Source: an optimization exercise on an open RTL-to-GDS flow (aim: small area and few clock cycles per item). Production flows keep margins and buffers that such runs may drop. Only simulation tests tie the RTL to the original design; equivalence was not proved. Power figures rest on the tool's default switching activity, not on a simulated workload.

==> flow/design.v (outline; a module is shown in full before it is edited, if it fits) <==
// module fir_mac: 19 lines
// module fir_serial_mac: 6716 lines
// module fir_fa: 4 lines
// module fir_ha: 4 lines
module fir_serial_mac #(
  parameter int DATA_WIDTH = 16,
  parameter int COEF_WIDTH = 16,
  parameter int TAPS       = 9,
  parameter int OUT_WIDTH  = 16,
  parameter int SHIFT      = 15
) (
  input  logic                         clk,
  input  logic                         reset,
  input  logic                         coef_wr,
  input  logic [$clog2(TAPS)-1:0]      coef_addr,
  input  logic signed [COEF_WIDTH-1:0] coef_data,
  input  logic                         in_valid,
  input  logic signed [DATA_WIDTH-1:0] in_data,
  output logic                         in_ready,
  output logic                         out_valid,
  output logic signed [OUT_WIDTH-1:0]  out_data,
  output logic                         out_sat,
  input  logic                         out_ready,
  output logic                         busy
);
  // ...
==> flow/run.sh <==
#!/bin/bash
# synth_recipe.tcl (not shown) runs the flow's synth.tcl, then flattens the netlist and writes it again
# the make line also repeats each setting of config.mk as NAME=value (left out here)
make -C /OpenROAD-flow-scripts/flow DESIGN_CONFIG=/design/flow/config.mk WORK_HOME=/design/flow/orfs CLKGATE_MAP_FILE= SYNTH_SCRIPT=/design/flow/synth_recipe.tcl finish
==> flow/config.mk <==
export PLATFORM = sky130hd
export DESIGN_NAME = fir_serial_mac
export DESIGN_NICKNAME = fir_serial_mac
export VERILOG_FILES = /design/flow/design.v
export SDC_FILE = /design/flow/constraint.sdc
export NUM_CORES = 4
export LEC_CHECK = 0
export ABC_AREA = 1
export CAP_MARGIN = 20
export CORE_MARGIN = 2
export CORE_UTILIZATION = 40
export GPL_TIMING_DRIVEN = 0
export SLEW_MARGIN = 20
export SYNTH_HIERARCHICAL = 1
export SYNTH_MINIMUM_KEEP_SIZE = 0
==> flow/constraint.sdc <==
create_clock -name core_clock -period 10.0 [get_ports {clk}]
set_input_delay 2.0000 -clock core_clock [delete_from_list [all_inputs] [get_ports {clk}]]
set_output_delay 2.0000 -clock core_clock [all_outputs]
set_load 0.01 [all_outputs]
==> flow_metrics.env, run 1 <==
export IMPL_tritoncts="done"
export IMPL_dominant_cells="multi-input combinational cells"
export IMPL_ant_nets=0
export IMPL_fmax_mhz=102.2
export IMPL_area_growth_syn_to_layout_pct=8.250
export IMPL_r2r_cells=26
export IMPL_synthSimpleGateAreaFrac=0.06196
export IMPL_fin_ws_ns=0.2200
export IMPL_worst_path_max_delay_cell="fa_1"
export IMPL_r2r_slack_ns=0.22
export IMPL_drive_above_1_share=0.04710
export IMPL_multi_input_area_share=0.7774
export IMPL_critPathMaxFanout=10
export IMPL_design_area_sq_um=65810
export IMPL_synth_seq_cells=307
export IMPL_tritoncts_num_sinks=307
export IMPL_htree_levels=2
export IMPL_cp_endpoint="out_data[10]"
export IMPL_cp_required_ns=10.41
export IMPL_met2_usage=0.6574
export IMPL_status="timing/DRC/antenna clean"
export IMPL_placed_cell_area_sq_um=64130
export IMPL_seq_area_frac=0.09629
export IMPL_drt_total_wl_mm=371.2
export IMPL_crit_path_start_kind="register"
export IMPL_vias=55590
export IMPL_tightest_slew_ns=1.294
export IMPL_pg_clk_mw=1.61
export IMPL_fin_setup_tns_ns=0
export IMPL_top_regs="c: 144 flops, x: 144 flops, out_data: 16 flops"
export IMPL_final_clk_cell_share=0.02131
export IMPL_clk_path_buf_depth=3
export IMPL_synth_area_leaders="fa_1, xor2_1, o22ai_1, dfxtp_1, nand2_1"
Testbench counts, summed over its fixed seeds: cycles 2,064, items 2,048.
==> run 2, diff against run 1 <==
--- a/flow/config.mk
+++ b/flow/config.mk
@@ -10,5 +10,4 @@
 export CORE_MARGIN = 2
 export CORE_UTILIZATION = 40
-export GPL_TIMING_DRIVEN = 0
 export SLEW_MARGIN = 20
 export SYNTH_HIERARCHICAL = 1
==> run 2 against run 1 <==
  * Critical endpoint is now out_data[14]
  * Critical path type unchanged
  * Sequential share of layout area decreased by 0.093 points
  * Still clean
  * Final cell count decreased by 1.7%
  * Clock skew decreased by 0.023 ns
  * Die area unchanged
  * Worst hold slack got worse by 0.0074 ns
  * Sequential cell count stayed put
  * Global-route usage shrank 8.4 points
  * Sequential power about the same
  * Largest power group unchanged
  * Wire length shrank 18%
  * Via count decreased by 4.1%
  * Core utilization rose by 0.28 points
==> flow_metrics.env, run 2 <==
export IMPL_status="timing/DRC/antenna clean"
export IMPL_finalMaxSlewViolations=0
export IMPL_finalNonFillerCells=8430
export IMPL_tritoncts="done"
export IMPL_grt_overflow_total=0
export IMPL_p_leak_nw=33.14
export IMPL_fin_setup_tns_ns=0
export IMPL_clk_path_buf_depth=3
export IMPL_fin_skew_ns=0.04533
export IMPL_netlist_area_sq_um=60800
export IMPL_wl_per_cell_um=36.13
export IMPL_place_inst=8355
export IMPL_diodes=0
export IMPL_postSynthAreaPerCell_sq_um=9.495
export IMPL_max_stage_delay_ns=0.73
export IMPL_synth_cell_types=41
export IMPL_critPathMaxFanout=16
export IMPL_fp_dieW_um=393.9
export IMPL_fin_crit_sh=0.9199
export IMPL_grt_pass1_vias=53480
export IMPL_synth_flop_cell="dfxtp_1"
export IMPL_coreArea_sq_um=151400
export IMPL_drc=0
export IMPL_drt_iter0_drc=7459
export IMPL_powerDensity_nw_per_um2=266.9
export IMPL_hold_viol_final=0
export IMPL_rsz0062_at_grt="no"
export IMPL_initial_core_util=0.4017
export IMPL_hold_path_class="reg2reg"
export IMPL_yosysSeqAreaShare=0.1039
export IMPL_cts_buffers=43
export IMPL_groute_usage_overall=0.3883
export IMPL_post_cts_buffers=0
export IMPL_tritoncts_num_sinks=307
export IMPL_final_cell_mix="fa_1, xor2_1, o22ai_1, nand2_1, inv_1"
export IMPL_synthArstFlopShare=0
export IMPL_clk_pin_slew_ns=0.06
export IMPL_ant_nets=0
export IMPL_die_h_um=393.9
export IMPL_finalPower_mw=17.68
export IMPL_area_growth_syn_to_layout_pct=8.940
export IMPL_synthCells=6403
export IMPL_synth_edff_count=17
export IMPL_synth_top_area_cell="fa_1"
export IMPL_drt_total_wl_mm=304.6
export IMPL_holdBufCountCts=0
export IMPL_netlist_area_leader_share=0.4057
export IMPL_htree_levels=2
export IMPL_yosysMostFrequentCell="fa_1"
export IMPL_design_area_sq_um=66230
export IMPL_die_area_sq_um=155100
export IMPL_period_minus_slack_ns=9.199
export IMPL_ys_warn_count=7
export IMPL_grt_max_degree=166
export IMPL_io_pins=61
export IMPL_worstSetupPathType="reg2reg"
export IMPL_io_buffers=60
export IMPL_ir_worst_vdd_v=0.0007211
export IMPL_setup_viol=0
export IMPL_synth_common_cells="fa_1, xor2_1, o22ai_1, nand2_1, inv_1"
export IMPL_cts_root_buffer="clkbuf_16"
export IMPL_nNetsFinal=7766
export IMPL_drv_cap=0
export IMPL_vias=53290
export IMPL_vias_per_cell=6.321
export IMPL_synth_area_leaders="fa_1, xor2_1, o22ai_1, dfxtp_1, nand2_1"
export IMPL_first_pass_iters=8
export IMPL_hpwl_mm=259.6
export IMPL_num_rows=143
export IMPL_tightest_slew_ns=1.276
export IMPL_placed_cell_area_sq_um=64760
export IMPL_cts_resized=0
export IMPL_end_kind="register"
export IMPL_top_regs="c: 144 flops, x: 144 flops, out_data: 16 flops"
export IMPL_antenna_found_initial=2
export IMPL_worst_ep_arrival_time_ns=9.54
export IMPL_crit_path_start_kind="register"
export IMPL_drive_above_1_share=0.08125
export IMPL_worst_path_max_delay_cell="fa_1"
export IMPL_synth_seq_cells=307
export IMPL_crit_top_cell="fa_1"
export IMPL_gp_congestion=1.068
export IMPL_grt_pass1_wl_mm=423.6
export IMPL_max_slew_margin=0.1463
export IMPL_clk_latency_ns=0.65
export IMPL_fmax_mhz=108.7
export IMPL_cp_required_ns=10.34
export IMPL_layout_commonest_cell="fa_1"
-- run 2: cell counts after synthesis --
Identical to the previous run, type by type.
-- run 2: worst paths after layout --
path / start / end / slack [ns] / cells past startpoint
setup / recovery: x[33] / out_data[14] / 0.80 / 28
hold / removal: c[7] / c[7] / 0.46 / 2
hold reg to reg: c[7] / c[7] / 0.46 / 2
setup reg to reg: x[33] / out_data[14] / 0.80 / 28
-- run 2: layer usage --
| layer | up-vias | part of all wire | GRT usage |
|---|---|---|---|
| met1 | 27220 | 0.38 | 0.5016 |
| met2 | 3639 | 0.42 | 0.5778 |
| met3 | 810 | 0.12 | 0.1163 |
| met4 | 4 | 0.074 | 0.2230 |
| met5 | - | 0.000076 | 0 |
| li1 | 21620 | - | - |
-- run 2: critical path: cells and delay by family, from the launching register on --
kind,cells,cell delay (ns)
xor gates and xnor gates,1,0.40
buffers and inverters,3,0.38
AOI/OAI and AO/OA,4,0.76
DFF,1,0.31
and+or+nand+nor,10,1.74
adders and majority gates,10,5.26
-- run 2: logic make-up after synthesis --
| family | after synthesis | synth area share |
|---|---|---|
| compound gates | 1688 | 0.1685 |
| fa+ha+maj | 1355 | 0.4310 |
| xor+xnor | 1221 | 0.1759 |
| buf+inv | 917 | 0.05869 |
| simple gates | 914 | 0.06197 |
| flops | 307 | 0.1039 |
| other cells | 1 | 0.00006168 |
-- run 2: cell type report --
cell class / count / area (sq um)
Multi-Input combinational cell: 5182 / 51100
Timing Repair Buffer: 392 / 3136
Fill cell: 15040 / 85130
Tap cell: 2030 / 2540
Clock inverter: 18 / 289.0
Inverter: 444 / 1667
Sequential cell: 307 / 6316
Clock buffer: 57 / 1189
-- run 2: power by group --
group,total [mW],switching (mW),internal (mW)
logic,14.5,9.51,5.01
clock network,1.67,0.697,0.972
registers,1.48,0.0309,1.45
-- run 2: per-module statistics from Yosys, one instance, submodules excluded --
module,flip-flops and latches,cells,area (sq um)
fir_fa,0,1,20.02
fir_ha,0,1,12.51
fir_serial_mac,307,5146,35820
-- run 2: per-stage QoR --
step / setup WS, ns / util / hold slack [ns]
2_1_floorplan: 1.982 / - / 0.4390
3_3_place_gp: 0.9547 / 0.4278 / 0.4435
3_5_place_dp: 0.9135 / 0.4278 / 0.4459
4_1_cts: 0.9012 / 0.4376 / 0.4570
5_1_grt: 0.3125 / 0.4376 / 0.4817
6_report: 0.8007 / 0.4376 / 0.4581
==> run 3, diff against run 2 <==
--- a/flow/config.mk
+++ b/flow/config.mk
@@ -7,8 +7,10 @@
 export LEC_CHECK = 0
 export ABC_AREA = 1
-export CAP_MARGIN = 20
+export CAP_MARGIN = 10
 export CORE_MARGIN = 2
 export CORE_UTILIZATION = 40
-export SLEW_MARGIN = 20
+export CTS_BUF_LIST = sky130_fd_sc_hd__clkbuf_4 sky130_fd_sc_hd__clkbuf_8
+export GPL_TIMING_DRIVEN = 0
+export SLEW_MARGIN = 10
 export SYNTH_HIERARCHICAL = 1
 export SYNTH_MINIMUM_KEEP_SIZE = 0
==> run 3 against run 2 <==
  * Still clean on timing, DRC and antenna
  * Core utilization shrank 0.34 points
  * Power increased by 4.3%
  * Global-route usage increased by 8.5 points
  * Critical path type unchanged
  * Largest power group unchanged
==> flow_metrics.env, run 3 <==
export IMPL_status="timing/DRC/antenna clean"
export IMPL_finalMaxSlewViolations=0
export IMPL_tritoncts="done"
export IMPL_rr_startpoint="x[43]"
export IMPL_io_pins=61
export IMPL_worstSetupPathType="reg2reg"
export IMPL_die_h_um=393.9
export IMPL_end_kind="register"
export IMPL_fin_setup_tns_ns=0
export IMPL_htree_levels=2
export IMPL_grt_pass1_vias=54940
export IMPL_layout_commonest_cell="fa_1"
export IMPL_synth_edff_count=17
export IMPL_grt_overflow_total=0
export IMPL_synth_top_area_cell="fa_1"
export IMPL_critPathMaxFanout=10
export IMPL_cp_required_ns=10.53
export IMPL_synth_seq_cells=307
export IMPL_synth_common_cells="fa_1, xor2_1, o22ai_1, nand2_1, inv_1"
export IMPL_max_slew_margin=0.05445
export IMPL_period_minus_slack_ns=9.869
export IMPL_fp_dieW_um=393.9
export IMPL_drt_total_wl_mm=371.4
export IMPL_tritoncts_num_sinks=307
export IMPL_hpwl_mm=321.1
export IMPL_die_area_sq_um=155100
export IMPL_setup_viol=0
export IMPL_postSynthAreaPerCell_sq_um=9.495
export IMPL_drv_cap=0
export IMPL_hold_path_startpoint="c[26]"
export IMPL_yosysMostFrequentCell="fa_1"
export IMPL_worst_ep_arrival_time_ns=10.40
export IMPL_ir_worst_vdd_v=0.0008715
export IMPL_wl_per_cell_um=43.11
export IMPL_io_buffers=60
export IMPL_clk_pin_slew_ns=0.06
export IMPL_clk_latency_ns=0.86
export IMPL_synthCells=6403
export IMPL_hold_viol_final=0
export IMPL_groute_usage_overall=0.4728
export IMPL_hold_path_class="reg2reg"
export IMPL_area_growth_syn_to_layout_pct=8.094
export IMPL_first_pass_iters=6
export IMPL_p_leak_nw=32.62
export IMPL_fin_crit_sh=0.9869
export IMPL_fmax_mhz=101.3
export IMPL_ys_warn_count=7
export IMPL_netlist_area_leader_share=0.4057
export IMPL_drt_iter0_drc=8148
export IMPL_cts_buffers=58
export IMPL_clk_path_buf_depth=3
export IMPL_cts_root_buffer="clkbuf_8"
export IMPL_num_rows=143
export IMPL_synth_area_leaders="fa_1, xor2_1, o22ai_1, dfxtp_1, nand2_1"
export IMPL_r2r_slack_ns=0.13
export IMPL_drive_above_1_share=0.05082
export IMPL_nNetsFinal=7918
export IMPL_utilization=0.4342
export IMPL_gp_congestion=1.140
export IMPL_fin_skew_ns=0.08687
export IMPL_r2r_cells=26
export IMPL_tightest_slew_ns=1.414
export IMPL_yosysSeqAreaShare=0.1039
export IMPL_crit_path_start_kind="register"
export IMPL_grt_max_degree=20
export IMPL_top_regs="c: 144 flops, x: 144 flops, out_data: 16 flops"
export IMPL_synthArstFlopShare=0
export IMPL_ant_nets=0
export IMPL_min_to="c[26]"
export IMPL_powerDensity_nw_per_um2=280.7
export IMPL_drc=0
export IMPL_rsz0062_at_grt="no"
export IMPL_synth_flop_cell="dfxtp_1"
export IMPL_rr_endpoint="out_data[10]"
export IMPL_antenna_found_initial=26
export IMPL_max_stage_delay_ns=0.74
export IMPL_vias=55700
export IMPL_coreArea_sq_um=151400
export IMPL_finalPower_mw=18.45
export IMPL_initial_core_util=0.4017
export IMPL_vias_per_cell=6.465
export IMPL_hold_depth=2
export IMPL_finalNonFillerCells=8615
export IMPL_final_cell_mix="fa_1, xor2_1, o22ai_1, nand2_1, inv_1"
export IMPL_place_inst=8501
export IMPL_netlist_area_sq_um=60800
export IMPL_synth_cell_types=41
export IMPL_grt_pass1_wl_mm=492.4
export IMPL_crit_top_cell="fa_1"
export IMPL_worst_path_max_delay_cell="fa_1"
[run 3: cell counts after synthesis]
Identical to the previous run, type by type.
[run 3: cells by family after synthesis]
| kind of cell | Yosys count | share of synthesized area |
|---|---|---|
| fa+ha+maj | 1355 | 0.4310 |
| other cells | 1 | 0.00006168 |
| flops | 307 | 0.1039 |
| buf+inv | 917 | 0.05869 |
| compound gates | 1688 | 0.1685 |
| xor+xnor | 1221 | 0.1759 |
| simple gates | 914 | 0.06197 |
[run 3: per-module statistics from Yosys, one instance, submodules excluded]
| module | flops+latches | cells inside | times used | cell area (sq um) |
|---|---|---|---|---|
| fir_ha | 0 | 1 | 25 | 12.51 |
| fir_fa | 0 | 1 | 1232 | 20.02 |
| fir_serial_mac | 307 | 5146 | 1 | 35820 |
[run 3: worst max path at each step]
| stage | start | end | slack, ns |
|---|---|---|---|
| final | x[43] | out_data[10] | 0.13 |
| after global routing | x[43] | out_data[9] | 0.003 |
| after CTS | x[61] | out_data[10] | 0.0008 |
| after detailed placement | x[61] | out_data[10] | -0.47 |
| after global placement | x[61] | out_data[9] | -0.46 |
| after floorplan | x[7] | out_data[10] | 1.98 |
[run 3: layer usage]
layer	track usage	part of all wire	routed length (um)
met5	0	0.00044	164
met4	0.3674	0.10	37250
met3	0.1758	0.13	48620
met2	0.6546	0.40	147900
met1	0.5928	0.37	137500
[run 3: metrics by stage]
step / cell area [sq um] / worst slack, ns / hold slack (ns)
2_1_floorplan: 60810 / 1.982 / 0.4390
3_3_place_gp: 63950 / -0.4597 / 0.4521
4_1_cts: 65520 / 0.0007923 / 0.4649
6_report: 65720 / 0.1313 / 0.4579
3_5_place_dp: 64090 / -0.4690 / 0.4571
5_1_grt: 65690 / 0.002724 / 0.4908
[run 3: cell type report]
class / count / area [sq um]
diodes: 13 / 32.53
plain buffers: 463 / 1904
clock buffers: 90 / 1132
clock inverters: 20 / 255.2
fillers: 15160 / 85650
inverters: 444 / 1667
multi-input cells: 5182 / 51140
flip-flops and latches: 307 / 6335
well taps: 2030 / 2540
repair buffers: 66 / 718.2
[run 3: timing repair]
action / CTS / global route
cloned: 0 / 0
hold buffers: 0 / 0
resized for setup: 15 / 91
pin swaps: 0 / 0
buffers inserted: 0 / 0
setup endpoints to repair: 16 / 16
[run 3: worst max-delay path, delay by kind of cell (launching register included)]
kind | cells | cell delay, ns
compound gates | 3 | 0.69
xor+xnor | 1 | 0.28
fa+ha+maj | 10 | 5.75
buf+inv | 3 | 0.92
flops | 1 | 0.53
simple gates | 9 | 1.36
[run 3: power breakdown]
group	internal, mW	switching, mW	total, mW
Clock	0.837	0.681	1.52
Combinational	5.37	10.1	15.4
Sequential	1.45	0.0434	1.49
Total	7.65	10.8	18.4

-- re-timing with driven ports --
No port has a modelled driver above. Below, the same layouts with a new extraction and two added sets of constraints.
Step 1: set_driving_cell puts a clkbuf_16 on clk and a buf_2 on each other input, an assumption about the parent block.
Step 2, shift: input delay + t, output delay - t, t = (earliest + latest rising clock arrival at the registers) / 2. This alone moves slack from input paths to output paths.
a / b / c = ideal / step 1 / step 2; a / b = the first two.
run | shift t [ns] | slack for setup (ns) | worst setup path after step 2 | latest minus earliest clock arrival (ns) | worst register clock-pin slew, ns
run 1 | 0.772 | 0.220 / 0.220 / 0.220 | register to register | 0.075 / 0.075 | 0.07 / 0.07
run 2 | 0.711 | 0.801 / 0.801 / 0.801 | register to register | 0.050 / 0.051 | 0.07 / 0.07
run 3 | 0.904 | 0.131 / 0.131 / 0.131 | register to register | 0.087 / 0.086 | 0.09 / 0.09
After both steps setup and hold are still met in every run listed.
